What follows belongs to an exercise in optimizing a design on an open flow for small area, a short achievable clock period and few clock cycles per item; a production flow would make more cautious choices. Only simulation tests tie the RTL to the original design; equivalence was not proved.

run E:
## integer_alu_floored_division
module integer_alu_floored_division (
	input  logic        clk,
	input  logic        arst_n,
	input  logic        in_valid,
	output logic        in_ready,
	input  logic [3:0]  command,
	input  logic [31:0] operand_a,
	input  logic [31:0] operand_b,
	output logic        out_valid,
	input  logic        out_ready,
	output logic [31:0] result_value,
	output logic [31:0] remainder_value,
	output logic        negative_flag,
	output logic        zero_flag,
	output logic        flags_written,
	output logic        result_written,
	output logic        error_code
);
	localparam logic [3:0] C_ADD = 4'd0, C_SUB = 4'd1, C_MUL = 4'd2, C_DIV = 4'd3,
		C_CMP = 4'd4, C_SHL = 4'd5, C_SHR = 4'd6, C_SAR = 4'd7, C_AND = 4'd8,
		C_OR = 4'd9, C_XOR = 4'd10, C_NOT = 4'd11, C_LDL = 4'd12, C_LDH = 4'd13;
	localparam int EX = 0, MU = 1, D0 = 2, D1 = 3, D2 = 4, D3 = 5, IT = 6, F1 = 7, F2 = 8;
	logic        xv;
	logic [31:0] xa, xb;
	logic [8:0]  st;
  ...
Size in the first run: about 3,500 cells after synthesis, ~220 flip-flops, ~140 I/O pins, about 0.023 sq mm of cells after synthesis.
==> flow/config.mk <==
export PLATFORM = sky130hd
export DESIGN_NAME = integer_alu_floored_division
export DESIGN_NICKNAME = integer_alu_floored_division
export VERILOG_FILES = /design/flow/design.v
export SDC_FILE = /design/flow/constraint.sdc
export NUM_CORES = 4
export LEC_CHECK = 0
export ABC_AREA = 1
export CAP_MARGIN = 20
export CORE_MARGIN = 2
export CORE_UTILIZATION = 60
export SLEW_MARGIN = 20
==> flow/constraint.sdc <==
create_clock -name core_clock -period 14.0 [get_ports {clk}]
set_input_delay 2.8000 -clock core_clock [delete_from_list [all_inputs] [get_ports {clk}]]
set_output_delay 2.8000 -clock core_clock [all_outputs]
set_load 0.01 [all_outputs]
standard.sh (not shown) runs the stock make flow with config.mk's settings and CLKGATE_MAP_FILE= SYNTH_SCRIPT=/design/flow/synth_recipe.tcl, a recipe that flattens the netlist after the stock synthesis.
==> flow/flow/run.sh <==
#!/bin/bash
set -o pipefail
DONT_USE="sky130_fd_sc_hd__probe_p_8 sky130_fd_sc_hd__probec_p_8 sky130_fd_sc_hd__lpflow_bleeder_1 sky130_fd_sc_hd__lpflow_clkbufkapwr_1 sky130_fd_sc_hd__lpflow_clkbufkapwr_16 sky130_fd_sc_hd__lpflow_clkbufkapwr_2 sky130_fd_sc_hd__lpflow_clkbufkapwr_4 sky130_fd_sc_hd__lpflow_clkbufkapwr_8 sky130_fd_sc_hd__lpflow_clkinvkapwr_1 sky130_fd_sc_hd__lpflow_clkinvkapwr_16 sky130_fd_sc_hd__lpflow_clkinvkapwr_2 sky130_fd_sc_hd__lpflow_clkinvkapwr_4 sky130_fd_sc_hd__lpflow_clkinvkapwr_8 sky130_fd_sc_hd__lpflow_decapkapwr_12 sky130_fd_sc_hd__lpflow_decapkapwr_3 sky130_fd_sc_hd__lpflow_decapkapwr_4 sky130_fd_sc_hd__lpflow_decapkapwr_6 sky130_fd_sc_hd__lpflow_decapkapwr_8 sky130_fd_sc_hd__lpflow_inputiso0n_1 sky130_fd_sc_hd__lpflow_inputiso0p_1 sky130_fd_sc_hd__lpflow_inputiso1n_1 sky130_fd_sc_hd__lpflow_inputiso1p_1 sky130_fd_sc_hd__lpflow_inputisolatch_1 sky130_fd_sc_hd__lpflow_isobufsrc_1 sky130_fd_sc_hd__lpflow_isobufsrc_16 sky130_fd_sc_hd__lpflow_isobufsrc_2 sky130_fd_sc_hd__lpflow_isobufsrc_4 sky130_fd_sc_hd__lpflow_isobufsrc_8 sky130_fd_sc_hd__lpflow_isobufsrckapwr_16 sky130_fd_sc_hd__lpflow_lsbuf_lh_hl_isowell_tap_1 sky130_fd_sc_hd__lpflow_lsbuf_lh_hl_isowell_tap_2 sky130_fd_sc_hd__lpflow_lsbuf_lh_hl_isowell_tap_4 sky130_fd_sc_hd__lpflow_lsbuf_lh_isowell_4 sky130_fd_sc_hd__lpflow_lsbuf_lh_isowell_tap_1 sky130_fd_sc_hd__lpflow_lsbuf_lh_isowell_tap_2 sky130_fd_sc_hd__lpflow_lsbuf_lh_isowell_tap_4  sky130_fd_sc_hd__clkdlybuf4s15_1 sky130_fd_sc_hd__clkdlybuf4s15_2 sky130_fd_sc_hd__clkdlybuf4s18_1 sky130_fd_sc_hd__clkdlybuf4s18_2 sky130_fd_sc_hd__clkdlybuf4s25_1 sky130_fd_sc_hd__clkdlybuf4s25_2 sky130_fd_sc_hd__clkdlybuf4s50_1 sky130_fd_sc_hd__clkdlybuf4s50_2 sky130_fd_sc_hd__dlygate4sd1_1 sky130_fd_sc_hd__dlygate4sd2_1 sky130_fd_sc_hd__dlygate4sd3_1 sky130_fd_sc_hd__dlymetal6s2s_1 sky130_fd_sc_hd__dlymetal6s4s_1 sky130_fd_sc_hd__dlymetal6s6s_1 "
bash standard.sh "DONT_USE_CELLS=$DONT_USE" SETUP_SLACK_MARGIN=10 finish 2>&1 | tee run_standard.log
The flow ended early for run E: it failed with a tool error in global routing.
Testbench counts of run E, summed over its fixed seeds: cycles 35,513, items 16,000.
> inputs changed (run E -> run C)
- CORE_UTILIZATION now 40, was 60
[summary]
- Run C did not stop at any stage, and its layout met the timing, design-rule and antenna checks.
- Count of standard-cell rows, run C and run E, higher one = run C.
- From run E to run C the numbers moved as follows: post-cts resize count fell about 18%; die extent in y rose about 22%; buffers inserted during post-CTS setup optimization fell 16.
- Number of distinct library cells after synthesis came out exactly the same in run C and run E.
- Compared with run E, in run C final estimated routing congestion in global placement dropped about 12%; TritonCTS buffer count climbed about 4%; pre-CTS setup slack climbed 400 ps; synthesized area per cell barely changed.
- Cell count after placement, run C and run E: smaller value in run E
- Against run E as the reference, run C delivers a lower initial cell density of the core.

---

integer_alu_floored_division, a different RTL version from the one above (not shown whole).
For scale: ~3400 cells after synthesis, roughly 220 flip-flops.
clock: 14.0 ns
lec_check: 0
abc_area: 1
cap_margin: 20
core_margin: 2
core_utilization: 40
slew_margin: 20
==> flow/flow/run.sh <==
#!/bin/bash
set -o pipefail
DONT_USE="sky130_fd_sc_hd__probe_p_8 sky130_fd_sc_hd__probec_p_8 sky130_fd_sc_hd__lpflow_bleeder_1 sky130_fd_sc_hd__lpflow_clkbufkapwr_1 sky130_fd_sc_hd__lpflow_clkbufkapwr_16 sky130_fd_sc_hd__lpflow_clkbufkapwr_2 sky130_fd_sc_hd__lpflow_clkbufkapwr_4 sky130_fd_sc_hd__lpflow_clkbufkapwr_8 sky130_fd_sc_hd__lpflow_clkinvkapwr_1 sky130_fd_sc_hd__lpflow_clkinvkapwr_16 sky130_fd_sc_hd__lpflow_clkinvkapwr_2 sky130_fd_sc_hd__lpflow_clkinvkapwr_4 sky130_fd_sc_hd__lpflow_clkinvkapwr_8 sky130_fd_sc_hd__lpflow_decapkapwr_12 sky130_fd_sc_hd__lpflow_decapkapwr_3 sky130_fd_sc_hd__lpflow_decapkapwr_4 sky130_fd_sc_hd__lpflow_decapkapwr_6 sky130_fd_sc_hd__lpflow_decapkapwr_8 sky130_fd_sc_hd__lpflow_inputiso0n_1 sky130_fd_sc_hd__lpflow_inputiso0p_1 sky130_fd_sc_hd__lpflow_inputiso1n_1 sky130_fd_sc_hd__lpflow_inputiso1p_1 sky130_fd_sc_hd__lpflow_inputisolatch_1 sky130_fd_sc_hd__lpflow_isobufsrc_1 sky130_fd_sc_hd__lpflow_isobufsrc_16 sky130_fd_sc_hd__lpflow_isobufsrc_2 sky130_fd_sc_hd__lpflow_isobufsrc_4 sky130_fd_sc_hd__lpflow_isobufsrc_8 sky130_fd_sc_hd__lpflow_isobufsrckapwr_16 sky130_fd_sc_hd__lpflow_lsbuf_lh_hl_isowell_tap_1 sky130_fd_sc_hd__lpflow_lsbuf_lh_hl_isowell_tap_2 sky130_fd_sc_hd__lpflow_lsbuf_lh_hl_isowell_tap_4 sky130_fd_sc_hd__lpflow_lsbuf_lh_isowell_4 sky130_fd_sc_hd__lpflow_lsbuf_lh_isowell_tap_1 sky130_fd_sc_hd__lpflow_lsbuf_lh_isowell_tap_2 sky130_fd_sc_hd__lpflow_lsbuf_lh_isowell_tap_4  sky130_fd_sc_hd__clkdlybuf4s15_1 sky130_fd_sc_hd__clkdlybuf4s15_2 sky130_fd_sc_hd__clkdlybuf4s18_1 sky130_fd_sc_hd__clkdlybuf4s18_2 sky130_fd_sc_hd__clkdlybuf4s25_1 sky130_fd_sc_hd__clkdlybuf4s25_2 sky130_fd_sc_hd__clkdlybuf4s50_1 sky130_fd_sc_hd__clkdlybuf4s50_2 sky130_fd_sc_hd__dlygate4sd1_1 sky130_fd_sc_hd__dlygate4sd2_1 sky130_fd_sc_hd__dlygate4sd3_1 sky130_fd_sc_hd__dlymetal6s2s_1 sky130_fd_sc_hd__dlymetal6s4s_1 sky130_fd_sc_hd__dlymetal6s6s_1 "
bash standard.sh "DONT_USE_CELLS=$DONT_USE" SETUP_SLACK_MARGIN=10 cts 2>&1 | tee run_standard_cts.log || exit 1
bash standard.sh "DONT_USE_CELLS=$DONT_USE" SETUP_SLACK_MARGIN=9.7 finish 2>&1 | tee run_standard_finish.log
The first run produced a clean layout.
Testbench counts at the start, summed over its fixed seeds: cycles 33,470, items 16,000.
==> next run, changes <==
--- a/flow/flow/run.sh
+++ b/flow/flow/run.sh
@@ -4,2 +4,2 @@
 bash standard.sh "DONT_USE_CELLS=$DONT_USE" SETUP_SLACK_MARGIN=10 cts 2>&1 | tee run_standard_cts.log || exit 1
-bash standard.sh "DONT_USE_CELLS=$DONT_USE" SETUP_SLACK_MARGIN=9.7 finish 2>&1 | tee run_standard_finish.log
+bash standard.sh "DONT_USE_CELLS=$DONT_USE" SETUP_SLACK_MARGIN=0 finish 2>&1 | tee run_standard_finish.log
Result: The new run completed with no timing, DRC or antenna violations. Sequential cell count is unchanged. Non-clock buffer count went down by 25. Setup slack degrades by 0.23 ns.

==> what the ideal ports hide <==
No port has a modelled driver above. Below, the same layouts with a new extraction and two added sets of constraints. Step 1 (the two cells are an assumption about what drives the block):
set clk [get_ports {clk}]
set_driving_cell -lib_cell sky130_fd_sc_hd__clkbuf_16 $clk
set_driving_cell -lib_cell sky130_fd_sc_hd__buf_2 [delete_from_list [all_inputs] $clk]
Step 2 adds t to the input delays and takes it off the output delays; t is the mean of the earliest and latest rising clock arrival at the registers after step 1. Input paths then give back, and output paths get back, about the clock's delay inside the block. Three values: ideal, step 1, step 2; two values: the first two.
| run | t, ns | setup WS [ns] | clock arrival spread, ns |
|---|---|---|---|
| run C | 0.639 | 9.790 / 9.790 / 9.393 | 0.045 / 0.045 |
| the first run of note 2 | 0.643 | 9.774 / 9.774 / 9.239 | 0.026 / 0.026 |
| the second run of note 2 | 0.643 | 9.545 / 9.545 / 9.232 | 0.025 / 0.025 |
After both steps every run listed still meets setup and hold. For the first run of note 2, which loses most, drivers alone change the setup slack by 0.000 ns; drivers and shift together by -0.535 ns.
